Background: an optimization exercise with open tools, aiming at small area, a short achievable clock period and few clock cycles. Do not read the settings as production practice. The RTL was checked by simulation tests, not by an equivalence proof against the original design. Power figures rest on the tool's default switching activity, not on a simulated workload.

**design/flow/run.sh**
```bash
#!/bin/bash
# synth_recipe.tcl (not shown) runs the flow's synth.tcl, then flattens the netlist and writes it again
# the make line also repeats each setting of config.mk as NAME=value (left out here)
make -C /OpenROAD-flow-scripts/flow DESIGN_CONFIG=/design/flow/config.mk WORK_HOME=/design/flow/orfs CLKGATE_MAP_FILE= SYNTH_SCRIPT=/design/flow/synth_recipe.tcl finish
```
**design/flow/config.mk**
```make
export PLATFORM = sky130hd
export DESIGN_NAME = krnl_acc
export DESIGN_NICKNAME = krnl_acc
export VERILOG_FILES = /design/flow/design.v
export SDC_FILE = /design/flow/constraint.sdc
export NUM_CORES = 4
export LEC_CHECK = 0
export ABC_CLOCK_PERIOD_IN_PS = 4000
export CAP_MARGIN = 20
export CORE_MARGIN = 2
export CORE_UTILIZATION = 70
export SETUP_SLACK_MARGIN = 4.9
export SLEW_MARGIN = 20
export SYNTH_HIERARCHICAL = 1
```
**design/flow/constraint.sdc**
```tcl
create_clock -name core_clock -period 9.0 [get_ports {ap_clk}]
set_input_delay 1.8000 -clock core_clock [delete_from_list [all_inputs] [get_ports {ap_clk}]]
set_output_delay 1.8000 -clock core_clock [all_outputs]
set_load 0.01 [all_outputs]
```
**design/flow/design.v**
```verilog
`default_nettype none
package acc_pkg;
  localparam int LANES  = 4;
  localparam int LANE_W = 16;
  localparam int ACC_W  = 32;
  localparam int DATA_W = LANES * LANE_W;
endpackage
`default_nettype wire
`default_nettype none
`timescale 1ns/1ns
module acc_ctrl (
  input  logic        ap_clk,
  input  logic        ap_rst_n,
  input  logic        ap_start,
  input  logic [31:0] cfg,
  input  logic        ifm_valid,
  input  logic        wgt_valid,
  input  logic        ofm_ready,
  output logic        ap_idle,
  output logic        ap_done,
  output logic        take,        
  output logic        adv,         
  output logic        p_first,     
  output logic        adv_out,     
  output logic        ofm_valid
);
  logic        busy;        
  logic        in_act;      
  logic        done_q;
  logic        cs_fin;      
  logic        cs_last;     
  logic        out_q;       
  logic        o_last;      
  logic        p_v;         
  logic        p_last;      
  logic        p_jlast;     
  logic        fresh;       
  logic [15:0] ci_q;        
  logic [15:0] pc;          
  logic [15:0] wc;          
  logic [15:0] pc_cur;      
  logic [15:0] pc_dec;
  logic [15:0] wc_dec;
  logic        last_in;     
  logic start_acc;
  logic word_end;
  logic emit;
  assign start_acc = ap_start && !busy;
  assign emit      = out_q && ofm_ready;
  assign adv_out   = cs_fin && (!out_q || ofm_ready);
  assign adv       = p_v && (!cs_fin || adv_out);
  assign take      = in_act && ifm_valid && wgt_valid && (!p_v || adv);
  assign pc_cur    = fresh ? ci_q : pc;
  assign word_end  = (pc_cur == 16'd1);
  assign last_in   = (wc == 16'd1);
  always_comb begin
    logic bp;
    logic bw;
    bp = 1'b1;
    bw = 1'b1;
    for (int i = 0; i < 16; i++) begin
      pc_dec[i] = pc_cur[i] ^ bp;
      wc_dec[i] = wc[i] ^ bw;
      bp = bp & ~pc_cur[i];
      bw = bw & ~wc[i];
    end
  end
  always_ff @(posedge ap_clk) begin
    if (!ap_rst_n) begin
      busy    <= 1'b0;
      in_act  <= 1'b0;
      done_q  <= 1'b0;
      out_q   <= 1'b0;
      p_v     <= 1'b0;
      cs_fin  <= 1'b0;
      fresh   <= 1'b1;
    end else begin
      done_q <= 1'b0;
      if (start_acc) begin
        busy   <= 1'b1;
        in_act <= 1'b1;
        fresh  <= 1'b1;
      end
      if (take) begin
        fresh <= word_end;
        if (word_end && last_in) in_act <= 1'b0;
      end
      if (take) begin
        p_v <= 1'b1;
      end else if (adv) begin
        p_v <= 1'b0;
      end
      if (adv) begin
        cs_fin <= p_last;
      end else if (adv_out) begin
        cs_fin <= 1'b0;
      end
      if (adv_out) begin
        out_q <= 1'b1;
      end else if (emit) begin
        out_q <= 1'b0;
      end
      if (emit && o_last) begin
        busy   <= 1'b0;
        done_q <= 1'b1;
      end
    end
  end
  always_ff @(posedge ap_clk) begin
    if (take) begin
      p_first <= fresh;
      p_last  <= word_end;
      p_jlast <= last_in;
    end
    if (adv) begin
      cs_last <= p_jlast;
    end
    if (adv_out) begin
      o_last <= cs_last;
    end
  end
  always_ff @(posedge ap_clk) begin
    if (start_acc) begin
      ci_q <= cfg[31:16];
    end
    if (take) begin
      pc <= pc_dec;
    end
    if (start_acc) begin
      wc <= cfg[15:0];
    end else if (take && word_end) begin
      wc <= wc_dec;
    end
  end
  assign ap_idle   = !busy;
  assign ap_done   = done_q;
  assign ofm_valid = out_q;
endmodule
`default_nettype wire
`default_nettype none
module mac_lane (
  input  logic [15:0] a,
  input  logic [15:0] b,
  input  logic [31:0] s_in,
  input  logic [31:0] c_in,
  output logic [31:0] s_out,
  output logic [31:0] c_out
);
  logic [255:0] pp;
  logic hs0;
  logic hc0;
  logic fs0;
  logic fc0;
  logic hs1;
  logic hc1;
  logic fs1;
  logic fc1;
  logic fs2;
  logic fc2;
  logic hs2;
  logic hc2;
  logic fs3;
  logic fc3;
  logic fs4;
  logic fc4;
  logic fs5;
  logic fc5;
  logic hs3;
  logic hc3;
  logic fs6;
  logic fc6;
  logic fs7;
  logic fc7;
  logic fs8;
  logic fc8;
  logic fs9;
  logic fc9;
  logic hs4;
  logic hc4;
  logic fs10;
  logic fc10;
  logic fs11;
  logic fc11;
  logic fs12;
  logic fc12;
  logic fs13;
  logic fc13;
  logic hs5;
  logic hc5;
  logic fs14;
  logic fc14;
  logic fs15;
  logic fc15;
  logic fs16;
  logic fc16;
  logic fs17;
  logic fc17;
  logic fs18;
  logic fc18;
  logic fs19;
  logic fc19;
  logic fs20;
  logic fc20;
  logic fs21;
  logic fc21;
  logic fs22;
  logic fc22;
  logic fs23;
  logic fc23;
  logic hs6;
  logic hc6;
  logic fs24;
  logic fc24;
  logic hs7;
  logic hc7;
  logic fs25;
  logic fc25;
  logic fs26;
  logic fc26;
  logic hs8;
  logic hc8;
  logic fs27;
  logic fc27;
  logic fs28;
  logic fc28;
  logic fs29;
  logic fc29;
  logic hs9;
  logic hc9;
  logic fs30;
  logic fc30;
  logic fs31;
  logic fc31;
  logic fs32;
  logic fc32;
  logic fs33;
  logic fc33;
  logic fs34;
  logic fc34;
  logic fs35;
  logic fc35;
  logic fs36;
  logic fc36;
  logic fs37;
  logic fc37;
  logic fs38;
  logic fc38;
  logic fs39;
  logic fc39;
  logic fs40;
  logic fc40;
  logic fs41;
  logic fc41;
  logic fs42;
  logic fc42;
  logic fs43;
  logic fc43;
  logic fs44;
  logic fc44;
  logic fs45;
  logic fc45;
  logic fs46;
  logic fc46;
  logic fs47;
  logic fc47;
  logic fs48;
  logic fc48;
  logic fs49;
  logic fc49;
  logic fs50;
  logic fc50;
  logic fs51;
  logic fc51;
  logic fs52;
  logic fc52;
  logic fs53;
  logic fc53;
  logic fs54;
  logic fc54;
  logic fs55;
  logic fc55;
  logic fs56;
  logic fc56;
  logic fs57;
  logic fc57;
  logic fs58;
  logic fc58;
  logic fs59;
  logic fc59;
  logic fs60;
  logic fc60;
  logic fs61;
  logic fc61;
  logic fs62;
  logic fc62;
  logic fs63;
  logic fc63;
  logic fs64;
  logic fc64;
  logic fs65;
  logic fc65;
  logic fs66;
  logic fc66;
  logic fs67;
  logic fc67;
  logic fs68;
  logic fc68;
  logic fs69;
  logic fc69;
  logic fs70;
  logic fc70;
  logic fs71;
  logic fc71;
  logic fs72;
  logic fc72;
  logic fs73;
  logic fc73;
  logic fs74;
  logic fc74;
  logic fs75;
  logic fc75;
  logic fs76;
  logic fc76;
  logic fs77;
  logic fc77;
  logic fs78;
  logic fc78;
  logic fs79;
  logic fc79;
  logic hs10;
  logic hc10;
  logic fs80;
  logic fc80;
  logic hs11;
  logic hc11;
  logic fs81;
  logic fc81;
  logic fs82;
  logic fc82;
  logic hs12;
  logic hc12;
  logic fs83;
  logic fc83;
  logic fs84;
  logic fc84;
  logic fs85;
  logic fc85;
  logic fs86;
  logic fc86;
  logic fs87;
  logic fc87;
  logic fs88;
  logic fc88;
  logic fs89;
  logic fc89;
  logic fs90;
  logic fc90;
  logic fs91;
  logic fc91;
  logic fs92;
  logic fc92;
  logic fs93;
  logic fc93;
  logic fs94;
  logic fc94;
  logic fs95;
  logic fc95;
  logic fs96;
  logic fc96;
  logic fs97;
  logic fc97;
  logic fs98;
  logic fc98;
  logic fs99;
  logic fc99;
  logic fs100;
  logic fc100;
  logic fs101;
  logic fc101;
  logic fs102;
  logic fc102;
  logic fs103;
  logic fc103;
  logic fs104;
  logic fc104;
  logic fs105;
  logic fc105;
  logic fs106;
  logic fc106;
  logic fs107;
  logic fc107;
  logic fs108;
  logic fc108;
  logic fs109;
  logic fc109;
  logic fs110;
  logic fc110;
  logic fs111;
  logic fc111;
  logic fs112;
  logic fc112;
  logic fs113;
  logic fc113;
  logic fs114;
  logic fc114;
  logic fs115;
  logic fc115;
  logic fs116;
  logic fc116;
  logic fs117;
  logic fc117;
  logic fs118;
  logic fc118;
  logic fs119;
  logic fc119;
  logic fs120;
  logic fc120;
  logic fs121;
  logic fc121;
  logic fs122;
  logic fc122;
  logic fs123;
  logic fc123;
  logic fs124;
  logic fc124;
  logic fs125;
  logic fc125;
  logic fs126;
  logic fc126;
  logic fs127;
  logic fc127;
  logic fs128;
  logic fc128;
  logic fs129;
  logic fc129;
  logic fs130;
  logic fc130;
  logic fs131;
  logic fc131;
  logic fs132;
  logic fc132;
  logic fs133;
  logic fc133;
  logic fs134;
  logic fc134;
  logic fs135;
  logic fc135;
  logic fs136;
  logic fc136;
  logic fs137;
  logic fc137;
  logic fs138;
  logic fc138;
  logic fs139;
  logic fc139;
  logic fs140;
  logic fc140;
  logic fs141;
  logic fc141;
  logic fs142;
  logic fc142;
  logic hs13;
  logic hc13;
  logic fs143;
  logic fc143;
  logic hs14;
  logic hc14;
  logic fs144;
  logic fc144;
  logic fs145;
  logic fc145;
  logic fs146;
  logic fc146;
  logic fs147;
  logic fc147;
  logic fs148;
  logic fc148;
  logic fs149;
  logic fc149;
  logic fs150;
  logic fc150;
  logic fs151;
  logic fc151;
  logic fs152;
  logic fc152;
  logic fs153;
  logic fc153;
  logic fs154;
  logic fc154;
  logic fs155;
  logic fc155;
  logic fs156;
  logic fc156;
  logic fs157;
  logic fc157;
  logic fs158;
  logic fc158;
  logic fs159;
  logic fc159;
  logic fs160;
  logic fc160;
  logic fs161;
  logic fc161;
  logic fs162;
  logic fc162;
  logic fs163;
  logic fc163;
  logic fs164;
  logic fc164;
  logic fs165;
  logic fc165;
  logic fs166;
  logic fc166;
  logic fs167;
  logic fc167;
  logic fs168;
  logic fc168;
  logic fs169;
  logic fc169;
  logic fs170;
  logic fc170;
  logic fs171;
  logic fc171;
  logic fs172;
  logic fc172;
  logic fs173;
  logic fc173;
  logic fs174;
  logic fc174;
  logic fs175;
  logic fc175;
  logic fs176;
  logic fc176;
  logic fs177;
  logic fc177;
  logic fs178;
  logic fc178;
  logic fs179;
  logic fc179;
  logic fs180;
  logic fc180;
  logic fs181;
  logic fc181;
  logic fs182;
  logic fc182;
  logic fs183;
  logic fc183;
  logic fs184;
  logic fc184;
  logic fs185;
  logic fc185;
  logic fs186;
  logic fc186;
  logic fs187;
  logic fc187;
  logic fs188;
  logic fc188;
  logic fs189;
  logic fc189;
  logic fs190;
  logic fc190;
  logic fs191;
  logic fc191;
  logic fs192;
  logic fc192;
  logic fs193;
  logic fc193;
  logic fs194;
  logic fc194;
  logic hs15;
  logic hc15;
  logic fs195;
  logic fc195;
  logic fs196;
  logic fc196;
  logic fs197;
  logic fc197;
  logic fs198;
  logic fc198;
  logic fs199;
  logic fc199;
  logic fs200;
  logic fc200;
  logic fs201;
  logic fc201;
  logic fs202;
  logic fc202;
  logic fs203;
  logic fc203;
  logic fs204;
  logic fc204;
  logic fs205;
  logic fc205;
  logic fs206;
  logic fc206;
  logic fs207;
  logic fc207;
  logic fs208;
  logic fc208;
  logic fs209;
  logic fc209;
  logic fs210;
  logic fc210;
  logic fs211;
  logic fc211;
  logic fs212;
  logic fc212;
  logic fs213;
  logic fc213;
  logic fs214;
  logic fc214;
  logic fs215;
  logic fc215;
  logic fs216;
  logic fc216;
  logic fs217;
  logic fc217;
  logic fs218;
  logic fc218;
  logic fs219;
  logic fc219;
  logic fs220;
  logic fc220;
  logic fs221;
  logic fc221;
  logic fs222;
  logic fc222;
  logic fs223;
  logic fc223;
  logic hs16;
  logic hc16;
  logic fs224;
  logic fc224;
  logic fs225;
  logic fc225;
  logic fs226;
  logic fc226;
  logic fs227;
  logic fc227;
  logic fs228;
  logic fc228;
  logic fs229;
  logic fc229;
  logic fs230;
  logic fc230;
  logic fs231;
  logic fc231;
  logic fs232;
  logic fc232;
  logic fs233;
  logic fc233;
  logic fs234;
  logic fc234;
  logic fs235;
  logic fc235;
  logic fs236;
  logic fc236;
  logic fs237;
  logic fc237;
  logic fs238;
  logic fc238;
  logic fs239;
  logic fc239;
  logic fs240;
  logic fc240;
  logic fs241;
  logic fc241;
  logic fs242;
  logic fc242;
  logic fs243;
  logic fc243;
  logic fs244;
  logic fc244;
  logic fs245;
  logic fc245;
  logic fs246;
  logic fc246;
  logic fs247;
  logic fc247;
  logic fs248;
  logic fc248;
  logic fs249;
  logic fc249;
  logic fs250;
  logic fc250;
  logic fs251;
  logic fc251;
  logic fs252;
  logic fc252;
  logic fs253;
  logic fc253;
  logic fs254;
  always_comb begin
    for (int i = 0; i < 16; i++) begin
      for (int j = 0; j < 16; j++) begin
        pp[i*16+j] = ~(a[i] & b[j]);
      end
    end
  end
  assign hs0 = ~(pp[11] ^ pp[26]);
  assign hc0 = pp[11] | pp[26];
  mac_fa u_fa0 (.a(pp[12]), .b(pp[27]), .c(pp[42]), .s(fs0), .co(fc0));
  assign hs1 = ~(pp[57] ^ pp[72]);
  assign hc1 = pp[57] | pp[72];
  mac_fa u_fa1 (.a(pp[13]), .b(pp[28]), .c(pp[43]), .s(fs1), .co(fc1));
  mac_fa u_fa2 (.a(pp[58]), .b(pp[73]), .c(pp[88]), .s(fs2), .co(fc2));
  assign hs2 = ~(pp[103] ^ pp[118]);
  assign hc2 = pp[103] | pp[118];
  mac_fa u_fa3 (.a(pp[14]), .b(pp[29]), .c(pp[44]), .s(fs3), .co(fc3));
  mac_fa u_fa4 (.a(pp[59]), .b(pp[74]), .c(pp[89]), .s(fs4), .co(fc4));
  mac_fa u_fa5 (.a(pp[104]), .b(pp[119]), .c(pp[134]), .s(fs5), .co(fc5));
  assign hs3 = ~(pp[149] ^ pp[164]);
  assign hc3 = pp[149] | pp[164];
  mac_fa u_fa6 (.a(pp[15]), .b(pp[30]), .c(pp[45]), .s(fs6), .co(fc6));
  mac_fa u_fa7 (.a(pp[60]), .b(pp[75]), .c(pp[90]), .s(fs7), .co(fc7));
  mac_fa u_fa8 (.a(pp[105]), .b(pp[120]), .c(pp[135]), .s(fs8), .co(fc8));
  mac_fa u_fa9 (.a(pp[150]), .b(pp[165]), .c(pp[180]), .s(fs9), .co(fc9));
  assign hs4 = ~(pp[195] ^ pp[210]);
  assign hc4 = pp[195] | pp[210];
  mac_fa u_fa10 (.a(pp[31]), .b(pp[46]), .c(pp[61]), .s(fs10), .co(fc10));
  mac_fa u_fa11 (.a(pp[76]), .b(pp[91]), .c(pp[106]), .s(fs11), .co(fc11));
  mac_fa u_fa12 (.a(pp[121]), .b(pp[136]), .c(pp[151]), .s(fs12), .co(fc12));
  mac_fa u_fa13 (.a(pp[166]), .b(pp[181]), .c(pp[196]), .s(fs13), .co(fc13));
  assign hs5 = ~(pp[211] ^ pp[226]);
  assign hc5 = pp[211] | pp[226];
  mac_fa u_fa14 (.a(pp[47]), .b(pp[62]), .c(pp[77]), .s(fs14), .co(fc14));
  mac_fa u_fa15 (.a(pp[92]), .b(pp[107]), .c(pp[122]), .s(fs15), .co(fc15));
  mac_fa u_fa16 (.a(pp[137]), .b(pp[152]), .c(pp[167]), .s(fs16), .co(fc16));
  mac_fa u_fa17 (.a(pp[182]), .b(pp[197]), .c(pp[212]), .s(fs17), .co(fc17));
  mac_fa u_fa18 (.a(pp[63]), .b(pp[78]), .c(pp[93]), .s(fs18), .co(fc18));
  mac_fa u_fa19 (.a(pp[108]), .b(pp[123]), .c(pp[138]), .s(fs19), .co(fc19));
  mac_fa u_fa20 (.a(pp[153]), .b(pp[168]), .c(pp[183]), .s(fs20), .co(fc20));
  mac_fa u_fa21 (.a(pp[79]), .b(pp[94]), .c(pp[109]), .s(fs21), .co(fc21));
  mac_fa u_fa22 (.a(pp[124]), .b(pp[139]), .c(pp[154]), .s(fs22), .co(fc22));
  mac_fa u_fa23 (.a(pp[95]), .b(pp[110]), .c(pp[125]), .s(fs23), .co(fc23));
  assign hs6 = ~(pp[7] ^ pp[22]);
  assign hc6 = pp[7] | pp[22];
  mac_fa u_fa24 (.a(pp[8]), .b(pp[23]), .c(pp[38]), .s(fs24), .co(fc24));
  assign hs7 = ~(pp[53] ^ pp[68]);
  assign hc7 = pp[53] | pp[68];
  mac_fa u_fa25 (.a(pp[9]), .b(pp[24]), .c(pp[39]), .s(fs25), .co(fc25));
  mac_fa u_fa26 (.a(pp[54]), .b(pp[69]), .c(pp[84]), .s(fs26), .co(fc26));
  assign hs8 = ~(pp[99] ^ pp[114]);
  assign hc8 = pp[99] | pp[114];
  mac_fa u_fa27 (.a(pp[10]), .b(pp[25]), .c(pp[40]), .s(fs27), .co(fc27));
  mac_fa u_fa28 (.a(pp[55]), .b(pp[70]), .c(pp[85]), .s(fs28), .co(fc28));
  mac_fa u_fa29 (.a(pp[100]), .b(pp[115]), .c(pp[130]), .s(fs29), .co(fc29));
  assign hs9 = ~(pp[145] ^ pp[160]);
  assign hc9 = pp[145] | pp[160];
  mac_fa u_fa30 (.a(pp[41]), .b(pp[56]), .c(pp[71]), .s(fs30), .co(fc30));
  mac_fa u_fa31 (.a(pp[86]), .b(pp[101]), .c(pp[116]), .s(fs31), .co(fc31));
  mac_fa u_fa32 (.a(pp[131]), .b(pp[146]), .c(pp[161]), .s(fs32), .co(fc32));
  mac_fa u_fa33 (.a(pp[176]), .b(hs0), .c(s_in[11]), .s(fs33), .co(fc33));
  mac_fa u_fa34 (.a(pp[87]), .b(pp[102]), .c(pp[117]), .s(fs34), .co(fc34));
  mac_fa u_fa35 (.a(pp[132]), .b(pp[147]), .c(pp[162]), .s(fs35), .co(fc35));
  mac_fa u_fa36 (.a(pp[177]), .b(pp[192]), .c(hc0), .s(fs36), .co(fc36));
  mac_fa u_fa37 (.a(hs1), .b(fs0), .c(s_in[12]), .s(fs37), .co(fc37));
  mac_fa u_fa38 (.a(pp[133]), .b(pp[148]), .c(pp[163]), .s(fs38), .co(fc38));
  mac_fa u_fa39 (.a(pp[178]), .b(pp[193]), .c(pp[208]), .s(fs39), .co(fc39));
  mac_fa u_fa40 (.a(hc1), .b(hs2), .c(fc0), .s(fs40), .co(fc40));
  mac_fa u_fa41 (.a(fs1), .b(fs2), .c(s_in[13]), .s(fs41), .co(fc41));
  mac_fa u_fa42 (.a(pp[179]), .b(pp[194]), .c(pp[209]), .s(fs42), .co(fc42));
  mac_fa u_fa43 (.a(pp[224]), .b(hc2), .c(hs3), .s(fs43), .co(fc43));
  mac_fa u_fa44 (.a(fc1), .b(fc2), .c(fs3), .s(fs44), .co(fc44));
  mac_fa u_fa45 (.a(fs4), .b(fs5), .c(s_in[14]), .s(fs45), .co(fc45));
  mac_fa u_fa46 (.a(pp[225]), .b(pp[240]), .c(hc3), .s(fs46), .co(fc46));
  mac_fa u_fa47 (.a(hs4), .b(fc3), .c(fc4), .s(fs47), .co(fc47));
  mac_fa u_fa48 (.a(fc5), .b(fs6), .c(fs7), .s(fs48), .co(fc48));
  mac_fa u_fa49 (.a(fs8), .b(fs9), .c(s_in[15]), .s(fs49), .co(fc49));
  mac_fa u_fa50 (.a(pp[241]), .b(hc4), .c(hs5), .s(fs50), .co(fc50));
  mac_fa u_fa51 (.a(fc6), .b(fc7), .c(fc8), .s(fs51), .co(fc51));
  mac_fa u_fa52 (.a(fc9), .b(fs10), .c(fs11), .s(fs52), .co(fc52));
  mac_fa u_fa53 (.a(fs12), .b(fs13), .c(s_in[16]), .s(fs53), .co(fc53));
  mac_fa u_fa54 (.a(pp[227]), .b(pp[242]), .c(hc5), .s(fs54), .co(fc54));
  mac_fa u_fa55 (.a(fc10), .b(fc11), .c(fc12), .s(fs55), .co(fc55));
  mac_fa u_fa56 (.a(fc13), .b(fs14), .c(fs15), .s(fs56), .co(fc56));
  mac_fa u_fa57 (.a(fs16), .b(fs17), .c(s_in[17]), .s(fs57), .co(fc57));
  mac_fa u_fa58 (.a(pp[198]), .b(pp[213]), .c(pp[228]), .s(fs58), .co(fc58));
  mac_fa u_fa59 (.a(pp[243]), .b(fc14), .c(fc15), .s(fs59), .co(fc59));
  mac_fa u_fa60 (.a(fc16), .b(fc17), .c(fs18), .s(fs60), .co(fc60));
  mac_fa u_fa61 (.a(fs19), .b(fs20), .c(s_in[18]), .s(fs61), .co(fc61));
  mac_fa u_fa62 (.a(pp[169]), .b(pp[184]), .c(pp[199]), .s(fs62), .co(fc62));
  mac_fa u_fa63 (.a(pp[214]), .b(pp[229]), .c(pp[244]), .s(fs63), .co(fc63));
  mac_fa u_fa64 (.a(fc18), .b(fc19), .c(fc20), .s(fs64), .co(fc64));
  mac_fa u_fa65 (.a(fs21), .b(fs22), .c(s_in[19]), .s(fs65), .co(fc65));
  mac_fa u_fa66 (.a(pp[140]), .b(pp[155]), .c(pp[170]), .s(fs66), .co(fc66));
  mac_fa u_fa67 (.a(pp[185]), .b(pp[200]), .c(pp[215]), .s(fs67), .co(fc67));
  mac_fa u_fa68 (.a(pp[230]), .b(pp[245]), .c(fc21), .s(fs68), .co(fc68));
  mac_fa u_fa69 (.a(fc22), .b(fs23), .c(s_in[20]), .s(fs69), .co(fc69));
  mac_fa u_fa70 (.a(pp[111]), .b(pp[126]), .c(pp[141]), .s(fs70), .co(fc70));
  mac_fa u_fa71 (.a(pp[156]), .b(pp[171]), .c(pp[186]), .s(fs71), .co(fc71));
  mac_fa u_fa72 (.a(pp[201]), .b(pp[216]), .c(pp[231]), .s(fs72), .co(fc72));
  mac_fa u_fa73 (.a(pp[246]), .b(fc23), .c(s_in[21]), .s(fs73), .co(fc73));
  mac_fa u_fa74 (.a(pp[127]), .b(pp[142]), .c(pp[157]), .s(fs74), .co(fc74));
  mac_fa u_fa75 (.a(pp[172]), .b(pp[187]), .c(pp[202]), .s(fs75), .co(fc75));
  mac_fa u_fa76 (.a(pp[217]), .b(pp[232]), .c(pp[247]), .s(fs76), .co(fc76));
  mac_fa u_fa77 (.a(pp[143]), .b(pp[158]), .c(pp[173]), .s(fs77), .co(fc77));
  mac_fa u_fa78 (.a(pp[188]), .b(pp[203]), .c(pp[218]), .s(fs78), .co(fc78));
  mac_fa u_fa79 (.a(pp[159]), .b(pp[174]), .c(pp[189]), .s(fs79), .co(fc79));
  assign hs10 = ~(pp[4] ^ pp[19]);
  assign hc10 = pp[4] | pp[19];
  mac_fa u_fa80 (.a(pp[5]), .b(pp[20]), .c(pp[35]), .s(fs80), .co(fc80));
  assign hs11 = ~(pp[50] ^ pp[65]);
  assign hc11 = pp[50] | pp[65];
  mac_fa u_fa81 (.a(pp[6]), .b(pp[21]), .c(pp[36]), .s(fs81), .co(fc81));
  mac_fa u_fa82 (.a(pp[51]), .b(pp[66]), .c(pp[81]), .s(fs82), .co(fc82));
  assign hs12 = ~(pp[96] ^ s_in[6]);
  assign hc12 = pp[96] | s_in[6];
  mac_fa u_fa83 (.a(pp[37]), .b(pp[52]), .c(pp[67]), .s(fs83), .co(fc83));
  mac_fa u_fa84 (.a(pp[82]), .b(pp[97]), .c(pp[112]), .s(fs84), .co(fc84));
  mac_fa u_fa85 (.a(hs6), .b(s_in[7]), .c(c_in[7]), .s(fs85), .co(fc85));
  mac_fa u_fa86 (.a(pp[83]), .b(pp[98]), .c(pp[113]), .s(fs86), .co(fc86));
  mac_fa u_fa87 (.a(pp[128]), .b(hc6), .c(hs7), .s(fs87), .co(fc87));
  mac_fa u_fa88 (.a(fs24), .b(s_in[8]), .c(c_in[8]), .s(fs88), .co(fc88));
  mac_fa u_fa89 (.a(pp[129]), .b(pp[144]), .c(hc7), .s(fs89), .co(fc89));
  mac_fa u_fa90 (.a(hs8), .b(fc24), .c(fs25), .s(fs90), .co(fc90));
  mac_fa u_fa91 (.a(fs26), .b(s_in[9]), .c(c_in[9]), .s(fs91), .co(fc91));
  mac_fa u_fa92 (.a(hc8), .b(hs9), .c(fc25), .s(fs92), .co(fc92));
  mac_fa u_fa93 (.a(fc26), .b(fs27), .c(fs28), .s(fs93), .co(fc93));
  mac_fa u_fa94 (.a(fs29), .b(s_in[10]), .c(c_in[10]), .s(fs94), .co(fc94));
  mac_fa u_fa95 (.a(hc9), .b(fc27), .c(fc28), .s(fs95), .co(fc95));
  mac_fa u_fa96 (.a(fc29), .b(fs30), .c(fs31), .s(fs96), .co(fc96));
  mac_fa u_fa97 (.a(fs32), .b(c_in[11]), .c(fs33), .s(fs97), .co(fc97));
  mac_fa u_fa98 (.a(fc30), .b(fc31), .c(fc32), .s(fs98), .co(fc98));
  mac_fa u_fa99 (.a(fs34), .b(fs35), .c(c_in[12]), .s(fs99), .co(fc99));
  mac_fa u_fa100 (.a(fs36), .b(fc33), .c(fs37), .s(fs100), .co(fc100));
  mac_fa u_fa101 (.a(fc34), .b(fc35), .c(fs38), .s(fs101), .co(fc101));
  mac_fa u_fa102 (.a(fs39), .b(c_in[13]), .c(fc36), .s(fs102), .co(fc102));
  mac_fa u_fa103 (.a(fs40), .b(fc37), .c(fs41), .s(fs103), .co(fc103));
  mac_fa u_fa104 (.a(fc38), .b(fc39), .c(fs42), .s(fs104), .co(fc104));
  mac_fa u_fa105 (.a(c_in[14]), .b(fs43), .c(fc40), .s(fs105), .co(fc105));
  mac_fa u_fa106 (.a(fs44), .b(fc41), .c(fs45), .s(fs106), .co(fc106));
  mac_fa u_fa107 (.a(fc42), .b(c_in[15]), .c(fs46), .s(fs107), .co(fc107));
  mac_fa u_fa108 (.a(fc43), .b(fs47), .c(fc44), .s(fs108), .co(fc108));
  mac_fa u_fa109 (.a(fs48), .b(fc45), .c(fs49), .s(fs109), .co(fc109));
  mac_fa u_fa110 (.a(c_in[16]), .b(fc46), .c(fs50), .s(fs110), .co(fc110));
  mac_fa u_fa111 (.a(fc47), .b(fs51), .c(fc48), .s(fs111), .co(fc111));
  mac_fa u_fa112 (.a(fs52), .b(fc49), .c(fs53), .s(fs112), .co(fc112));
  mac_fa u_fa113 (.a(c_in[17]), .b(fs54), .c(fc50), .s(fs113), .co(fc113));
  mac_fa u_fa114 (.a(fc51), .b(fs55), .c(fc52), .s(fs114), .co(fc114));
  mac_fa u_fa115 (.a(fs56), .b(fc53), .c(fs57), .s(fs115), .co(fc115));
  mac_fa u_fa116 (.a(fs58), .b(c_in[18]), .c(fc54), .s(fs116), .co(fc116));
  mac_fa u_fa117 (.a(fc55), .b(fs59), .c(fc56), .s(fs117), .co(fc117));
  mac_fa u_fa118 (.a(fs60), .b(fc57), .c(fs61), .s(fs118), .co(fc118));
  mac_fa u_fa119 (.a(fc58), .b(fs62), .c(fs63), .s(fs119), .co(fc119));
  mac_fa u_fa120 (.a(c_in[19]), .b(fc59), .c(fs64), .s(fs120), .co(fc120));
  mac_fa u_fa121 (.a(fc60), .b(fc61), .c(fs65), .s(fs121), .co(fc121));
  mac_fa u_fa122 (.a(fc62), .b(fc63), .c(fs66), .s(fs122), .co(fc122));
  mac_fa u_fa123 (.a(fs67), .b(c_in[20]), .c(fc64), .s(fs123), .co(fc123));
  mac_fa u_fa124 (.a(fs68), .b(fc65), .c(fs69), .s(fs124), .co(fc124));
  mac_fa u_fa125 (.a(fc66), .b(fc67), .c(fs70), .s(fs125), .co(fc125));
  mac_fa u_fa126 (.a(fs71), .b(fs72), .c(c_in[21]), .s(fs126), .co(fc126));
  mac_fa u_fa127 (.a(fc68), .b(fc69), .c(fs73), .s(fs127), .co(fc127));
  mac_fa u_fa128 (.a(fc70), .b(fc71), .c(fc72), .s(fs128), .co(fc128));
  mac_fa u_fa129 (.a(fs74), .b(fs75), .c(fs76), .s(fs129), .co(fc129));
  mac_fa u_fa130 (.a(s_in[22]), .b(c_in[22]), .c(fc73), .s(fs130), .co(fc130));
  mac_fa u_fa131 (.a(pp[233]), .b(pp[248]), .c(fc74), .s(fs131), .co(fc131));
  mac_fa u_fa132 (.a(fc75), .b(fc76), .c(fs77), .s(fs132), .co(fc132));
  mac_fa u_fa133 (.a(fs78), .b(s_in[23]), .c(c_in[23]), .s(fs133), .co(fc133));
  mac_fa u_fa134 (.a(pp[204]), .b(pp[219]), .c(pp[234]), .s(fs134), .co(fc134));
  mac_fa u_fa135 (.a(pp[249]), .b(fc77), .c(fc78), .s(fs135), .co(fc135));
  mac_fa u_fa136 (.a(fs79), .b(s_in[24]), .c(c_in[24]), .s(fs136), .co(fc136));
  mac_fa u_fa137 (.a(pp[175]), .b(pp[190]), .c(pp[205]), .s(fs137), .co(fc137));
  mac_fa u_fa138 (.a(pp[220]), .b(pp[235]), .c(pp[250]), .s(fs138), .co(fc138));
  mac_fa u_fa139 (.a(fc79), .b(s_in[25]), .c(c_in[25]), .s(fs139), .co(fc139));
  mac_fa u_fa140 (.a(pp[191]), .b(pp[206]), .c(pp[221]), .s(fs140), .co(fc140));
  mac_fa u_fa141 (.a(pp[236]), .b(pp[251]), .c(s_in[26]), .s(fs141), .co(fc141));
  mac_fa u_fa142 (.a(pp[207]), .b(pp[222]), .c(pp[237]), .s(fs142), .co(fc142));
  assign hs13 = ~(pp[2] ^ pp[17]);
  assign hc13 = pp[2] | pp[17];
  mac_fa u_fa143 (.a(pp[3]), .b(pp[18]), .c(pp[33]), .s(fs143), .co(fc143));
  assign hs14 = ~(pp[48] ^ s_in[3]);
  assign hc14 = pp[48] | s_in[3];
  mac_fa u_fa144 (.a(pp[34]), .b(pp[49]), .c(pp[64]), .s(fs144), .co(fc144));
  mac_fa u_fa145 (.a(hs10), .b(s_in[4]), .c(c_in[4]), .s(fs145), .co(fc145));
  mac_fa u_fa146 (.a(pp[80]), .b(hc10), .c(hs11), .s(fs146), .co(fc146));
  mac_fa u_fa147 (.a(fs80), .b(s_in[5]), .c(c_in[5]), .s(fs147), .co(fc147));
  mac_fa u_fa148 (.a(hc11), .b(fc80), .c(fs81), .s(fs148), .co(fc148));
  mac_fa u_fa149 (.a(fs82), .b(c_in[6]), .c(hs12), .s(fs149), .co(fc149));
  mac_fa u_fa150 (.a(fc81), .b(fc82), .c(fs83), .s(fs150), .co(fc150));
  mac_fa u_fa151 (.a(fs84), .b(hc12), .c(fs85), .s(fs151), .co(fc151));
  mac_fa u_fa152 (.a(fc83), .b(fc84), .c(fs86), .s(fs152), .co(fc152));
  mac_fa u_fa153 (.a(fs87), .b(fc85), .c(fs88), .s(fs153), .co(fc153));
  mac_fa u_fa154 (.a(fc86), .b(fs89), .c(fc87), .s(fs154), .co(fc154));
  mac_fa u_fa155 (.a(fs90), .b(fc88), .c(fs91), .s(fs155), .co(fc155));
  mac_fa u_fa156 (.a(fc89), .b(fs92), .c(fc90), .s(fs156), .co(fc156));
  mac_fa u_fa157 (.a(fs93), .b(fc91), .c(fs94), .s(fs157), .co(fc157));
  mac_fa u_fa158 (.a(fc92), .b(fs95), .c(fc93), .s(fs158), .co(fc158));
  mac_fa u_fa159 (.a(fs96), .b(fc94), .c(fs97), .s(fs159), .co(fc159));
  mac_fa u_fa160 (.a(fc95), .b(fs98), .c(fc96), .s(fs160), .co(fc160));
  mac_fa u_fa161 (.a(fs99), .b(fc97), .c(fs100), .s(fs161), .co(fc161));
  mac_fa u_fa162 (.a(fc98), .b(fs101), .c(fc99), .s(fs162), .co(fc162));
  mac_fa u_fa163 (.a(fs102), .b(fc100), .c(fs103), .s(fs163), .co(fc163));
  mac_fa u_fa164 (.a(fc101), .b(fs104), .c(fc102), .s(fs164), .co(fc164));
  mac_fa u_fa165 (.a(fs105), .b(fc103), .c(fs106), .s(fs165), .co(fc165));
  mac_fa u_fa166 (.a(fc104), .b(fs107), .c(fc105), .s(fs166), .co(fc166));
  mac_fa u_fa167 (.a(fs108), .b(fc106), .c(fs109), .s(fs167), .co(fc167));
  mac_fa u_fa168 (.a(fc107), .b(fs110), .c(fc108), .s(fs168), .co(fc168));
  mac_fa u_fa169 (.a(fs111), .b(fc109), .c(fs112), .s(fs169), .co(fc169));
  mac_fa u_fa170 (.a(fs113), .b(fc110), .c(fc111), .s(fs170), .co(fc170));
  mac_fa u_fa171 (.a(fs114), .b(fc112), .c(fs115), .s(fs171), .co(fc171));
  mac_fa u_fa172 (.a(fs116), .b(fc113), .c(fc114), .s(fs172), .co(fc172));
  mac_fa u_fa173 (.a(fs117), .b(fc115), .c(fs118), .s(fs173), .co(fc173));
  mac_fa u_fa174 (.a(fs119), .b(fc116), .c(fc117), .s(fs174), .co(fc174));
  mac_fa u_fa175 (.a(fs120), .b(fc118), .c(fs121), .s(fs175), .co(fc175));
  mac_fa u_fa176 (.a(fc119), .b(fs122), .c(fs123), .s(fs176), .co(fc176));
  mac_fa u_fa177 (.a(fc120), .b(fc121), .c(fs124), .s(fs177), .co(fc177));
  mac_fa u_fa178 (.a(fc122), .b(fs125), .c(fs126), .s(fs178), .co(fc178));
  mac_fa u_fa179 (.a(fc123), .b(fc124), .c(fs127), .s(fs179), .co(fc179));
  mac_fa u_fa180 (.a(fs128), .b(fc125), .c(fs129), .s(fs180), .co(fc180));
  mac_fa u_fa181 (.a(fc126), .b(fc127), .c(fs130), .s(fs181), .co(fc181));
  mac_fa u_fa182 (.a(fc128), .b(fs131), .c(fc129), .s(fs182), .co(fc182));
  mac_fa u_fa183 (.a(fs132), .b(fs133), .c(fc130), .s(fs183), .co(fc183));
  mac_fa u_fa184 (.a(fs134), .b(fc131), .c(fs135), .s(fs184), .co(fc184));
  mac_fa u_fa185 (.a(fc132), .b(fc133), .c(fs136), .s(fs185), .co(fc185));
  mac_fa u_fa186 (.a(fc134), .b(fs137), .c(fs138), .s(fs186), .co(fc186));
  mac_fa u_fa187 (.a(fc135), .b(fc136), .c(fs139), .s(fs187), .co(fc187));
  mac_fa u_fa188 (.a(fc137), .b(fc138), .c(fs140), .s(fs188), .co(fc188));
  mac_fa u_fa189 (.a(c_in[26]), .b(fc139), .c(fs141), .s(fs189), .co(fc189));
  mac_fa u_fa190 (.a(pp[252]), .b(fc140), .c(fs142), .s(fs190), .co(fc190));
  mac_fa u_fa191 (.a(s_in[27]), .b(c_in[27]), .c(fc141), .s(fs191), .co(fc191));
  mac_fa u_fa192 (.a(pp[223]), .b(pp[238]), .c(pp[253]), .s(fs192), .co(fc192));
  mac_fa u_fa193 (.a(fc142), .b(s_in[28]), .c(c_in[28]), .s(fs193), .co(fc193));
  mac_fa u_fa194 (.a(pp[239]), .b(pp[254]), .c(s_in[29]), .s(fs194), .co(fc194));
  assign hs15 = ~(pp[1] ^ pp[16]);
  assign hc15 = pp[1] | pp[16];
  mac_fa u_fa195 (.a(pp[32]), .b(hs13), .c(s_in[2]), .s(fs195), .co(fc195));
  mac_fa u_fa196 (.a(hc13), .b(fs143), .c(c_in[3]), .s(fs196), .co(fc196));
  mac_fa u_fa197 (.a(fc143), .b(fs144), .c(hc14), .s(fs197), .co(fc197));
  mac_fa u_fa198 (.a(fc144), .b(fs146), .c(fc145), .s(fs198), .co(fc198));
  mac_fa u_fa199 (.a(fc146), .b(fs148), .c(fc147), .s(fs199), .co(fc199));
  mac_fa u_fa200 (.a(fc148), .b(fs150), .c(fc149), .s(fs200), .co(fc200));
  mac_fa u_fa201 (.a(fc150), .b(fs152), .c(fc151), .s(fs201), .co(fc201));
  mac_fa u_fa202 (.a(fc152), .b(fs154), .c(fc153), .s(fs202), .co(fc202));
  mac_fa u_fa203 (.a(fc154), .b(fs156), .c(fc155), .s(fs203), .co(fc203));
  mac_fa u_fa204 (.a(fc156), .b(fs158), .c(fc157), .s(fs204), .co(fc204));
  mac_fa u_fa205 (.a(fc158), .b(fs160), .c(fc159), .s(fs205), .co(fc205));
  mac_fa u_fa206 (.a(fc160), .b(fs162), .c(fc161), .s(fs206), .co(fc206));
  mac_fa u_fa207 (.a(fc162), .b(fs164), .c(fc163), .s(fs207), .co(fc207));
  mac_fa u_fa208 (.a(fc164), .b(fs166), .c(fc165), .s(fs208), .co(fc208));
  mac_fa u_fa209 (.a(fc166), .b(fs168), .c(fc167), .s(fs209), .co(fc209));
  mac_fa u_fa210 (.a(fc168), .b(fs170), .c(fc169), .s(fs210), .co(fc210));
  mac_fa u_fa211 (.a(fc170), .b(fs172), .c(fc171), .s(fs211), .co(fc211));
  mac_fa u_fa212 (.a(fc172), .b(fs174), .c(fc173), .s(fs212), .co(fc212));
  mac_fa u_fa213 (.a(fc174), .b(fs176), .c(fc175), .s(fs213), .co(fc213));
  mac_fa u_fa214 (.a(fs178), .b(fc176), .c(fc177), .s(fs214), .co(fc214));
  mac_fa u_fa215 (.a(fs180), .b(fc178), .c(fc179), .s(fs215), .co(fc215));
  mac_fa u_fa216 (.a(fc180), .b(fs182), .c(fc181), .s(fs216), .co(fc216));
  mac_fa u_fa217 (.a(fc182), .b(fs184), .c(fs185), .s(fs217), .co(fc217));
  mac_fa u_fa218 (.a(fs186), .b(fc184), .c(fc185), .s(fs218), .co(fc218));
  mac_fa u_fa219 (.a(fc186), .b(fs188), .c(fc187), .s(fs219), .co(fc219));
  mac_fa u_fa220 (.a(fc188), .b(fs190), .c(fc189), .s(fs220), .co(fc220));
  mac_fa u_fa221 (.a(fs192), .b(fc190), .c(fs193), .s(fs221), .co(fc221));
  mac_fa u_fa222 (.a(fc192), .b(c_in[29]), .c(fc193), .s(fs222), .co(fc222));
  mac_fa u_fa223 (.a(pp[255]), .b(s_in[30]), .c(c_in[30]), .s(fs223), .co(fc223));
  assign hs16 = ~(pp[0] ^ s_in[0]);
  assign hc16 = pp[0] | s_in[0];
  mac_fa u_fa224 (.a(hs15), .b(s_in[1]), .c(c_in[1]), .s(fs224), .co(fc224));
  mac_fa u_fa225 (.a(hc15), .b(c_in[2]), .c(fs195), .s(fs225), .co(fc225));
  mac_fa u_fa226 (.a(hs14), .b(fc195), .c(fs196), .s(fs226), .co(fc226));
  mac_fa u_fa227 (.a(fc196), .b(fs145), .c(fs197), .s(fs227), .co(fc227));
  mac_fa u_fa228 (.a(fs147), .b(fc197), .c(fs198), .s(fs228), .co(fc228));
  mac_fa u_fa229 (.a(fs149), .b(fc198), .c(fs199), .s(fs229), .co(fc229));
  mac_fa u_fa230 (.a(fc199), .b(fs151), .c(fs200), .s(fs230), .co(fc230));
  mac_fa u_fa231 (.a(fs153), .b(fc200), .c(fs201), .s(fs231), .co(fc231));
  mac_fa u_fa232 (.a(fs155), .b(fc201), .c(fs202), .s(fs232), .co(fc232));
  mac_fa u_fa233 (.a(fs157), .b(fc202), .c(fs203), .s(fs233), .co(fc233));
  mac_fa u_fa234 (.a(fc203), .b(fs204), .c(fs159), .s(fs234), .co(fc234));
  mac_fa u_fa235 (.a(fc204), .b(fs161), .c(fs205), .s(fs235), .co(fc235));
  mac_fa u_fa236 (.a(fs163), .b(fc205), .c(fs206), .s(fs236), .co(fc236));
  mac_fa u_fa237 (.a(fs165), .b(fc206), .c(fs207), .s(fs237), .co(fc237));
  mac_fa u_fa238 (.a(fs167), .b(fc207), .c(fs208), .s(fs238), .co(fc238));
  mac_fa u_fa239 (.a(fs169), .b(fc208), .c(fs209), .s(fs239), .co(fc239));
  mac_fa u_fa240 (.a(fs171), .b(fc209), .c(fs210), .s(fs240), .co(fc240));
  mac_fa u_fa241 (.a(fs173), .b(fc210), .c(fs211), .s(fs241), .co(fc241));
  mac_fa u_fa242 (.a(fs175), .b(fc211), .c(fs212), .s(fs242), .co(fc242));
  mac_fa u_fa243 (.a(fs177), .b(fc212), .c(fs213), .s(fs243), .co(fc243));
  mac_fa u_fa244 (.a(fs179), .b(fc213), .c(fs214), .s(fs244), .co(fc244));
  mac_fa u_fa245 (.a(fs181), .b(fc214), .c(fs215), .s(fs245), .co(fc245));
  mac_fa u_fa246 (.a(fs183), .b(fc215), .c(fs216), .s(fs246), .co(fc246));
  mac_fa u_fa247 (.a(fc183), .b(fs217), .c(fc216), .s(fs247), .co(fc247));
  mac_fa u_fa248 (.a(fs187), .b(fc217), .c(fs218), .s(fs248), .co(fc248));
  mac_fa u_fa249 (.a(fs189), .b(fc218), .c(fs219), .s(fs249), .co(fc249));
  mac_fa u_fa250 (.a(fs191), .b(fc219), .c(fs220), .s(fs250), .co(fc250));
  mac_fa u_fa251 (.a(fc191), .b(fs221), .c(fc220), .s(fs251), .co(fc251));
  mac_fa u_fa252 (.a(fs194), .b(fc221), .c(fs222), .s(fs252), .co(fc252));
  mac_fa u_fa253 (.a(fc194), .b(fs223), .c(fc222), .s(fs253), .co(fc253));
  assign fs254 = s_in[31] ^ c_in[31] ^ fc223;
  assign s_out[0] = hs16;
  assign c_out[0] = c_in[0];
  assign s_out[1] = hc16;
  assign c_out[1] = fs224;
  assign s_out[2] = fc224;
  assign c_out[2] = fs225;
  assign s_out[3] = fc225;
  assign c_out[3] = fs226;
  assign s_out[4] = fc226;
  assign c_out[4] = fs227;
  assign s_out[5] = fc227;
  assign c_out[5] = fs228;
  assign s_out[6] = fc228;
  assign c_out[6] = fs229;
  assign s_out[7] = fc229;
  assign c_out[7] = fs230;
  assign s_out[8] = fc230;
  assign c_out[8] = fs231;
  assign s_out[9] = fc231;
  assign c_out[9] = fs232;
  assign s_out[10] = fc232;
  assign c_out[10] = fs233;
  assign s_out[11] = fc233;
  assign c_out[11] = fs234;
  assign s_out[12] = fc234;
  assign c_out[12] = fs235;
  assign s_out[13] = fc235;
  assign c_out[13] = fs236;
  assign s_out[14] = fc236;
  assign c_out[14] = fs237;
  assign s_out[15] = fc237;
  assign c_out[15] = fs238;
  assign s_out[16] = fc238;
  assign c_out[16] = fs239;
  assign s_out[17] = fc239;
  assign c_out[17] = fs240;
  assign s_out[18] = fc240;
  assign c_out[18] = fs241;
  assign s_out[19] = fc241;
  assign c_out[19] = fs242;
  assign s_out[20] = fc242;
  assign c_out[20] = fs243;
  assign s_out[21] = fc243;
  assign c_out[21] = fs244;
  assign s_out[22] = fc244;
  assign c_out[22] = fs245;
  assign s_out[23] = fc245;
  assign c_out[23] = fs246;
  assign s_out[24] = fc246;
  assign c_out[24] = fs247;
  assign s_out[25] = fc247;
  assign c_out[25] = fs248;
  assign s_out[26] = fc248;
  assign c_out[26] = fs249;
  assign s_out[27] = fc249;
  assign c_out[27] = fs250;
  assign s_out[28] = fc250;
  assign c_out[28] = fs251;
  assign s_out[29] = fc251;
  assign c_out[29] = fs252;
  assign s_out[30] = fc252;
  assign c_out[30] = fs253;
  assign s_out[31] = fc253;
  assign c_out[31] = fs254;
endmodule
module mac_fa (
  input  logic a,
  input  logic b,
  input  logic c,
  output logic s,
  output logic co
);
  assign s  = a ^ b ^ c;
  assign co = (a & b) | (a & c) | (b & c);
endmodule
`default_nettype wire
`default_nettype none
`timescale 1ns/1ns
module mac_engine (
  input  logic          ap_clk,
  input  logic          take,
  input  logic          adv,
  input  logic          p_first,
  input  logic          adv_out,
  input  logic [63:0]   ifm_data,
  input  logic [63:0]   wgt_data,
  output logic [127:0]  ofm_data
);
  logic [63:0]      a_q;     
  logic [63:0]      b_q;
  logic [3:0][31:0] s_q;
  logic [3:0][31:0] c_q;
  logic [3:0][31:0] s_in;
  logic [3:0][31:0] c_in;
  logic [3:0][31:0] s_nx;
  logic [3:0][31:0] c_nx;
  logic [3:0][31:0] sum;
  logic [127:0]     o_q;     
  always_ff @(posedge ap_clk) begin
    if (take) begin
      for (int i = 0; i < 8; i++) begin
        a_q[i*8 +: 8] <= ifm_data[(7-i)*8 +: 8];
        b_q[i*8 +: 8] <= wgt_data[(7-i)*8 +: 8];
      end
    end
  end
  for (genvar l = 0; l < 4; l++) begin : g_lane
    assign s_in[l] = s_q[l] | {32{p_first}};
    assign c_in[l] = c_q[l] | {32{p_first}};
    mac_lane i_mac_lane (
      .a     (a_q[l*16 +: 16]),
      .b     (b_q[l*16 +: 16]),
      .s_in  (s_in[l]),
      .c_in  (c_in[l]),
      .s_out (s_nx[l]),
      .c_out (c_nx[l])
    );
    assign sum[l] = ~(s_q[l] + c_q[l] + 32'd1);
  end
  always_ff @(posedge ap_clk) begin
    if (adv) begin
      s_q <= s_nx;
      c_q <= c_nx;
    end
  end
  always_ff @(posedge ap_clk) begin
    if (adv_out) begin
      for (int l = 0; l < 4; l++) begin
        for (int i = 0; i < 4; i++) begin
          o_q[l*32 + i*8 +: 8] <= sum[l][(3-i)*8 +: 8];
        end
      end
    end
  end
  assign ofm_data = o_q;
endmodule
`default_nettype wire
`default_nettype none
`timescale 1ns/1ns
module krnl_acc (
  input  logic               ap_clk,
  input  logic               ap_rst_n,
  input  logic               ap_start,
  input  logic [31:0]        cfg,
  output logic               ap_idle,
  output logic               ap_done,
  input  logic               ifm_valid,
  output logic               ifm_ready,
  input  logic [63:0]        ifm_data,
  input  logic               wgt_valid,
  output logic               wgt_ready,
  input  logic [63:0]        wgt_data,
  output logic               ofm_valid,
  input  logic               ofm_ready,
  output logic [127:0]       ofm_data
);
  logic take;
  logic adv;
  logic p_first;
  logic adv_out;
  acc_ctrl i_acc_ctrl (
    .ap_clk    (ap_clk),
    .ap_rst_n  (ap_rst_n),
    .ap_start  (ap_start),
    .cfg       (cfg),
    .ifm_valid (ifm_valid),
    .wgt_valid (wgt_valid),
    .ofm_ready (ofm_ready),
    .ap_idle   (ap_idle),
    .ap_done   (ap_done),
    .take      (take),
    .adv       (adv),
    .p_first   (p_first),
    .adv_out   (adv_out),
    .ofm_valid (ofm_valid)
  );
  mac_engine i_mac_engine (
    .ap_clk   (ap_clk),
    .take     (take),
    .adv      (adv),
    .p_first  (p_first),
    .adv_out  (adv_out),
    .ifm_data (ifm_data),
    .wgt_data (wgt_data),
    .ofm_data (ofm_data)
  );
  assign ifm_ready = take;
  assign wgt_ready = take;
endmodule
`default_nettype wire
```
==> impl_metrics.env, run 1 <==
export IMPL_drive_above_1_share_pct=14.4
export IMPL_clock_tree_buffer_depth=3
export IMPL_clock_sink_count=572
export IMPL_synthesis_nets=6075
export IMPL_grt_max_degree=141
export IMPL_grt_ovfl_total=0
export IMPL_grt_pass1_vias=39000
export IMPL_synth_cell_area_mm2=0.0559
export IMPL_antenna_diode_count=0
export IMPL_layout_setup_ws_ns=4.72
export IMPL_netlist_cell_types=79
export IMPL_synth_commonest_cells="sky130_fd_sc_hd__fa_1, sky130_fd_sc_hd__nand2_1, sky130_fd_sc_hd__edfxtp_1"
export IMPL_maxSlewHeadroom_pct=25.5
export IMPL_rsz_0062_raised_after_global_routing="true"
export IMPL_fp_dieH_um=287
export IMPL_design_power_total_mw=7.95
export IMPL_initial_core_util_pct=70.8
export IMPL_leakage_power_figure_nw=22.4
export IMPL_max_freq_mhz=234
export IMPL_netlist_top_cell_by_area="sky130_fd_sc_hd__fa_1"
export IMPL_dp_hpwl_um=93900
export IMPL_ys_top_cells_by_area="sky130_fd_sc_hd__fa_1, sky130_fd_sc_hd__edfxtp_1, sky130_fd_sc_hd__nand2_1"
export IMPL_design_die_area_mm2=0.0822
export IMPL_timing_max_transition_violations_final=0
export IMPL_synth_most_common_cell="sky130_fd_sc_hd__fa_1"
export IMPL_post_synth_cell_area_avg_um2=12.0
export IMPL_stdcell_count=5976
export IMPL_crit_required_ns=7.20
export IMPL_die_outline_width_um=287
export IMPL_antenna_found_initial=3
export IMPL_dominant_combinational_cell_family_by_area_after_synthesis="adder cells"
export IMPL_finalCritPeriodShare_pct=47.5
export IMPL_num_fill_cells=4889
export IMPL_drtPass1Iterations=6
export IMPL_yosys_mux_area_fraction_pct=0.322
export IMPL_seqCellArea_mm2=0.0171
export IMPL_sequential_area_share_after_synthesis_pct=30.6
export IMPL_crit_path_max_fanout=3
export IMPL_nNetsFinal=6281
export IMPL_design_area_mm2=0.0620
export IMPL_numPortBuffers=298
export IMPL_place_detailed_instances=5541
export IMPL_synthAdderAreaFrac_pct=41.6
export IMPL_synth_edf_count=565
export IMPL_placement_rows=103
export IMPL_endpoints_failing_hold=0
export IMPL_total_number_of_yosys_warnings=9
export IMPL_cts_root_buf="sky130_fd_sc_hd__clkbuf_16"
export IMPL_remaining_drc_errors=0
export IMPL_first_pass_grt_wire_length_um=217000
export IMPL_setup_violations_final=0
export IMPL_yosys_area_share_simple_pct=13.2
export IMPL_synth_xor_area_share_pct=1.96
export IMPL_cp_startpoint_kind="primary input"
export IMPL_num_io_pins=299
export IMPL_vdd_ir_drop_worst_mv=0.157
export IMPL_post_place_ws_ns=3.48
export IMPL_drtAntennaViolNets=0
export IMPL_cts_hold_buf=0
export IMPL_critical_path_class="in2out"
export IMPL_vias=36200
export IMPL_wire_per_inst_um=23.2
export IMPL_drt_total_wl_um=139000
export IMPL_global_placement_routability_congestion=0.898
export IMPL_hold_ws_ns=0.417
export IMPL_skew_ns=0.0253
export IMPL_placed_cell_area_mm2=0.0570
export IMPL_p_per_area_mw_per_mm2=128
export IMPL_end_kind="output port"
export IMPL_global_route_usage_sum_pct=34.9
export IMPL_timing_final_crit_period_ns=4.28
export IMPL_multiInputGateArea_mm2=0.0346
export IMPL_synthesis_instances=4663
export IMPL_synth_compound_area_share_pct=4.73
export IMPL_yosysTopAreaCellShare_pct=36.5
export IMPL_area_growth_synth_to_final_pct=10.8
export IMPL_htree_num_levels=3
export IMPL_drt_vias_per_instance=6.06
export IMPL_hold_path_class="reg2reg"
export IMPL_synth_ff_latch_count=572
export IMPL_maxCapViolations=0
export IMPL_clk_pin_slew_worst_paths_ns=0.06
export IMPL_final_core_utilization_pct=78.4
export IMPL_tritoncts="built"
export IMPL_drt_initial_drc_count=3212
export IMPL_numCtsBuffers=70
export IMPL_synth_top_flop_cell="sky130_fd_sc_hd__edfxtp_1"
export IMPL_data_arrival_critical_path_ns=2.48
export IMPL_transition_at_the_pin_with_the_smallest_max_transition_slack_ns=1.12
export IMPL_run_status="timing/DRC/antenna clean"
export IMPL_insertion_delay_ns=0.64
export IMPL_core_area_mm2=0.0790
export IMPL_fin_tns_setup_ns=0
export IMPL_post_synthesis_async_set_or_reset_flop_share_pct=0
==> cell usage in the layout (no fill, tap or decap), types with 65 or more instances in the layout <==
| cell | n |
|---|---|
| sky130_fd_sc_hd__clkdlybuf4s50_1 | 293 |
| sky130_fd_sc_hd__a21oi_1 | 115 |
| sky130_fd_sc_hd__buf_4 | 279 |
| sky130_fd_sc_hd__o21ai_0 | 75 |
| sky130_fd_sc_hd__edfxtp_1 | 565 |
| sky130_fd_sc_hd__or2_2 | 258 |
| sky130_fd_sc_hd__nand2_1 | 1003 |
| sky130_fd_sc_hd__fa_1 | 1020 |
| sky130_fd_sc_hd__xnor2_1 | 65 |
| sky130_fd_sc_hd__ha_1 | 226 |
| sky130_fd_sc_hd__and2_1 | 130 |
| sky130_fd_sc_hd__clkbuf_16 | 72 |
| sky130_fd_sc_hd__inv_1 | 222 |
==> per-module statistics from Yosys, one instance, submodules excluded <==
| module | cell area [um^2] | cells inside |
|---|---|---|
| mac_lane | 2200 | 416 |
| krnl_acc | 7.51 | 1 |
| mac_fa | 20.0 | 1 |
| acc_ctrl | 2810 | 214 |
| mac_engine | 24000 | 1768 |
==> cell families (layout without fill, tap and decap cells) <==
group           count (synthesis)  after routing
fa+ha+maj                    1246           1246
compound gates                396            396
flops                         572            572
simple gates                 1603           1603
buf+inv                       710            973
xor+xnor                      118            118
mux                            18             18
==> flip-flops by register name (all words and copies together) (netlist names), 16 cells and up <==
register,cells
i_mac_engine.a_q,64
i_acc_ctrl.wc,16
i_acc_ctrl.pc,16
i_mac_engine.o_q,128
i_mac_engine.c_q,128
i_mac_engine.b_q,64
i_mac_engine.s_q,128
i_acc_ctrl.ci_q,16
==> power by group <==
group	switching [mW]	internal (mW)
Clock	1.18	1.50
Sequential	0.0508	3.18
Combinational	1.08	0.954
==> path summary, 6_finish.rpt <==
check | slack (ns) | end | cells past startpoint | start
max | 4.72 | ifm_ready | 5 | ofm_ready
min | 0.42 | i_acc_ctrl.cs_last | 0 | i_acc_ctrl.p_jlast
max reg2reg | 5.02 | i_mac_engine.c_q[112] | 8 | i_mac_engine.a_q[62]
min reg2reg | 0.42 | i_acc_ctrl.cs_last | 0 | i_acc_ctrl.p_jlast
==> layout make-up <==
| class | count | share of cell area [%] |
|---|---|---|
| well taps | 1050 | 2.12 |
| repair buffers | 620 | 9.67 |
| flip-flops and latches | 572 | 27.6 |
| clock buffers | 91 | 3.02 |
| inverters | 224 | 1.36 |
| clock inverters | 38 | 0.388 |
| multi-input cells | 3381 | 55.8 |
==> worst max-delay path: stages <==
cell                      delay, ns
sky130_fd_sc_hd__buf_8         0.10
sky130_fd_sc_hd__nor2b_4       0.16
sky130_fd_sc_hd__a31oi_4       0.13
sky130_fd_sc_hd__buf_12        0.16
sky130_fd_sc_hd__buf_6         0.12
==> per-layer routing <==
metal	GRT usage (%)	vias up	routed length [um]
met5	0	-	27
met4	12.7	4	5260
met3	7.36	408	13600
met2	56.7	1956	66900
met1	47.1	18500	52800
li1	-	15400	-
==> repair_timing <==
action                     CTS  global route
setup buffers              256            47
cloned                       2             0
gates resized for setup     31             1
pin swaps                    2             1
setup endpoints to repair  118            53
Testbench counts, summed over its fixed seeds: cycles 11,029.
==> run 2: changes to the inputs <==
==> design/flow/config.mk (replaced) <==
export PLATFORM = sky130hd
export DESIGN_NAME = krnl_acc
export DESIGN_NICKNAME = krnl_acc
export VERILOG_FILES = /design/flow/design.v
export SDC_FILE = /design/flow/constraint.sdc
export NUM_CORES = 4
export LEC_CHECK = 0
export ABC_CLOCK_PERIOD_IN_PS = 4300
export CAP_MARGIN = 20
export CORE_MARGIN = 2
export CORE_UTILIZATION = 60
export SETUP_SLACK_MARGIN = 4.6
export SLEW_MARGIN = 20
export SYNTH_HIERARCHICAL = 1
==> impl_metrics.env, run 2 <==
export IMPL_initial_core_util_pct=60.7
export IMPL_grt_pass1_vias=37100
export IMPL_design_area_mm2=0.0600
export IMPL_p_per_area_mw_per_mm2=136
export IMPL_area_growth_synth_to_final_pct=7.25
export IMPL_hold_path_class="reg2reg"
export IMPL_post_place_ws_ns=3.87
export IMPL_post_synthesis_async_set_or_reset_flop_share_pct=0
export IMPL_power_switching_mw=2.37
export IMPL_hold_ws_ns=0.430
export IMPL_placement_rows=111
export IMPL_transition_at_the_pin_with_the_smallest_max_transition_slack_ns=1.01
export IMPL_synth_top_flop_cell="sky130_fd_sc_hd__edfxtp_1"
export IMPL_remaining_drc_errors=0
export IMPL_rrSetupSlack_ns=4.64
export IMPL_grt_max_degree=137
export IMPL_power_share_switching_pct=29.1
export IMPL_numPortBuffers=298
export IMPL_vias=34200
export IMPL_setup_violations_final=0
export IMPL_fin_tns_setup_ns=0
export IMPL_max_freq_mhz=229
export IMPL_num_io_pins=299
export IMPL_comb_power_share_pct=23.6
export IMPL_crit_buf_inv=0
export IMPL_drt_initial_drc_count=2468
export IMPL_run_status="timing/DRC/antenna clean"
export IMPL_cpMaxStageDelayCell="sky130_fd_sc_hd__edfxtp_1"
export IMPL_cell_internal_pwr_mw=5.77
export IMPL_timing_final_crit_period_ns=4.36
export IMPL_post_synth_cell_area_avg_um2=12.0
export IMPL_leakage_power_figure_nw=21.0
export IMPL_sequential_area_share_after_synthesis_pct=30.6
export IMPL_layout_cells_most_common="sky130_fd_sc_hd__fa_1"
export IMPL_stdcell_count=5902
export IMPL_antenna_diode_count=0
export IMPL_core_area_mm2=0.0921
export IMPL_crit_path_cell_trace="nand2_1, fa_1, fa_1, fa_1, fa_1, fa_1, fa_1"
export IMPL_place_detailed_instances=5740
export IMPL_crit_path_frequent_cell="sky130_fd_sc_hd__fa_1"
export IMPL_end_kind="flop"
export IMPL_skew_ns=0.0365
export IMPL_global_route_usage_sum_pct=29.5
export IMPL_clock_sink_count=572
export IMPL_synthesis_nets=6075
export IMPL_design_die_area_mm2=0.0957
export IMPL_cp_startpoint_kind="flop"
export IMPL_crit_path_max_fanout=16
export IMPL_cts_root_buf="sky130_fd_sc_hd__clkbuf_16"
export IMPL_p_clk_share_pct=36.2
export IMPL_layout_setup_ws_ns=4.64
export IMPL_clk_pin_slew_worst_paths_ns=0.06
export IMPL_critical_path_class="reg2reg"
export IMPL_maxCapViolations=0
export IMPL_synth_most_common_cell="sky130_fd_sc_hd__fa_1"
export IMPL_reg_top3="i_mac_engine.c_q x128, i_mac_engine.o_q x128, i_mac_engine.s_q x128"
export IMPL_wire_per_inst_um=23.0
export IMPL_dp_hpwl_um=99200
export IMPL_insertion_delay_ns=0.66
export IMPL_rsz_0062_raised_after_global_routing="true"
export IMPL_drt_total_wl_um=136000
export IMPL_netlist_cell_types=79
export IMPL_clock_tree_buffer_depth=3
export IMPL_endpoints_failing_hold=0
export IMPL_synth_ff_latch_count=572
export IMPL_global_placement_routability_congestion=0.891
export IMPL_cp_slowest_stage_delay_ns=0.86
export IMPL_placed_cell_area_mm2=0.0573
export IMPL_antenna_found_initial=2
export IMPL_yosysTopAreaCellShare_pct=36.5
export IMPL_vdd_ir_drop_worst_mv=0.160
export IMPL_fp_dieH_um=309
export IMPL_htree_num_levels=3
export IMPL_cp_top_family="adder cells"
export IMPL_nNetsFinal=6017
export IMPL_die_outline_width_um=309
export IMPL_layout_common_cells="sky130_fd_sc_hd__fa_1, sky130_fd_sc_hd__nand2_1, sky130_fd_sc_hd__edfxtp_1"
export IMPL_seqPwrFrac_pct=40.2
export IMPL_first_pass_grt_wire_length_um=213000
export IMPL_synth_edf_count=565
export IMPL_drt_vias_per_instance=5.80
export IMPL_drtAntennaViolNets=0
export IMPL_drive_above_1_share_pct=9.94
export IMPL_total_number_of_yosys_warnings=9
export IMPL_drtPass1Iterations=5
export IMPL_grt_ovfl_total=0
export IMPL_synth_cell_area_mm2=0.0559
export IMPL_ys_top_cells_by_area="sky130_fd_sc_hd__fa_1, sky130_fd_sc_hd__edfxtp_1, sky130_fd_sc_hd__nand2_1"
export IMPL_netlist_top_cell_by_area="sky130_fd_sc_hd__fa_1"
export IMPL_data_arrival_critical_path_ns=4.72
export IMPL_synthesis_instances=4663
export IMPL_maxSlewHeadroom_pct=32.6
export IMPL_tritoncts="built"
export IMPL_numCtsBuffers=72
export IMPL_synth_commonest_cells="sky130_fd_sc_hd__fa_1, sky130_fd_sc_hd__nand2_1, sky130_fd_sc_hd__edfxtp_1"
export IMPL_crit_required_ns=9.35
export IMPL_timing_max_transition_violations_final=0
export IMPL_finalCritPeriodShare_pct=48.5
run 2: cell counts after synthesis:
No cell type changed its count.
run 2: metrics by stage:
stage,util [%],total power [mW]
after global placement,62.2,5.18
after detailed placement,62.2,5.26
after global routing,65.1,8.58
final,65.1,8.14
after floorplan,-,5.40
after CTS,64.8,8.23
run 2: worst reg2reg max path, stage by stage (launching register included):
cell                       delay, ns
sky130_fd_sc_hd__edfxtp_1       0.86
sky130_fd_sc_hd__nand2_1        0.19
sky130_fd_sc_hd__fa_1           0.54
sky130_fd_sc_hd__fa_1           0.62
sky130_fd_sc_hd__fa_1           0.45
sky130_fd_sc_hd__fa_1           0.42
sky130_fd_sc_hd__fa_1           0.52
sky130_fd_sc_hd__fa_1           0.45
run 2: power groups by stage:
stage	Sequential (mW)	Combinational, mW	Clock [mW]
finish	3.27	1.92	2.95
global route	3.28	2.20	3.11
CTS	3.28	1.93	3.01
detailed placement	3.33	1.93	0
global placement	3.33	1.84	0
floorplan	3.27	2.14	0
run 2: cells by family after synthesis:
kind of cell	count (synthesis)	share of synthesized area (%)
simple gates	1603	13.2
fa+ha+maj	1246	41.6
buf+inv	710	7.65
flops	572	30.6
compound gates	396	4.73
xor+xnor	118	1.96
mux	18	0.322
run 2: area by class of cell:
class	count	area, um^2
Multi-Input combinational cell	3381	34600
Fill cell	7163	32100
Sequential cell	572	17100
Timing Repair Buffer	354	3520
Clock buffer	75	1810
Tap cell	1243	1560
Inverter	224	841
Clock inverter	53	558
run 2: Yosys stat by module, one instance, submodules excluded:
| module | area, um^2 | cells |
|---|---|---|
| mac_lane | 2200 | 416 |
| krnl_acc | 7.51 | 1 |
| mac_engine | 24000 | 1768 |
| mac_fa | 20.0 | 1 |
| acc_ctrl | 2810 | 214 |
run 2: worst paths after layout:
path                            depth (start not counted)                  from                   end
worst max-delay path                                    7  i_mac_engine.a_q[24]  i_mac_engine.c_q[50]
worst min register to register                          0    i_acc_ctrl.cs_last     i_acc_ctrl.o_last
worst min-delay path                                    0    i_acc_ctrl.cs_last     i_acc_ctrl.o_last
worst max register to register                          7  i_mac_engine.a_q[24]  i_mac_engine.c_q[50]
run 2: repair_timing:
action | 4_1_cts | 5_1_grt
gates resized for setup | 18 | 1
pin swaps | 1 | 0
setup buffers | 3 | 31
hold buffers | 0 | 0
endpoints found under the setup margin | 2 | 15
run 2: layer usage:
metal | share of wire, % | track usage, % | up-vias | routed length (um)
met5 | 0.0066 | 0 | - | 9
met3 | 7.9 | 6.31 | 234 | 10700
met4 | 2.7 | 8.40 | 2 | 3720
li1 | - | - | 14800 | -
met1 | 42 | 41.4 | 17800 | 57400
met2 | 47 | 46.9 | 1330 | 64000

==> static timing again, ports no longer ideal <==
How much do the figures lean on ideal ports? The routed layouts below were timed once more, with nothing changed but the port constraints.
Step 1, drivers: a clkbuf_16 drives ap_clk and a buf_2 each remaining input, both assumed.
Step 2 also shifts input and output timing later by t, the mid clock arrival at the registers, as if the neighbouring blocks saw the same clock.
a / b / c = no drivers / after step 1 / after step 2; a / b = the first two.
run	shift t [ns]	setup WS [ns]	hold WS [ns]	latest minus earliest clock arrival (ns)
run 1	0.690	4.723 / 4.685 / 4.568	0.417 / 0.417 / 0.417	0.040 / 0.040
run 2	0.717	4.638 / 4.618 / 4.379	0.430 / 0.430 / 0.430	0.037 / 0.036
After both steps every run listed still meets setup and hold. For run 2, which loses most, drivers alone change the setup slack by -0.020 ns; drivers and shift together by -0.259 ns.
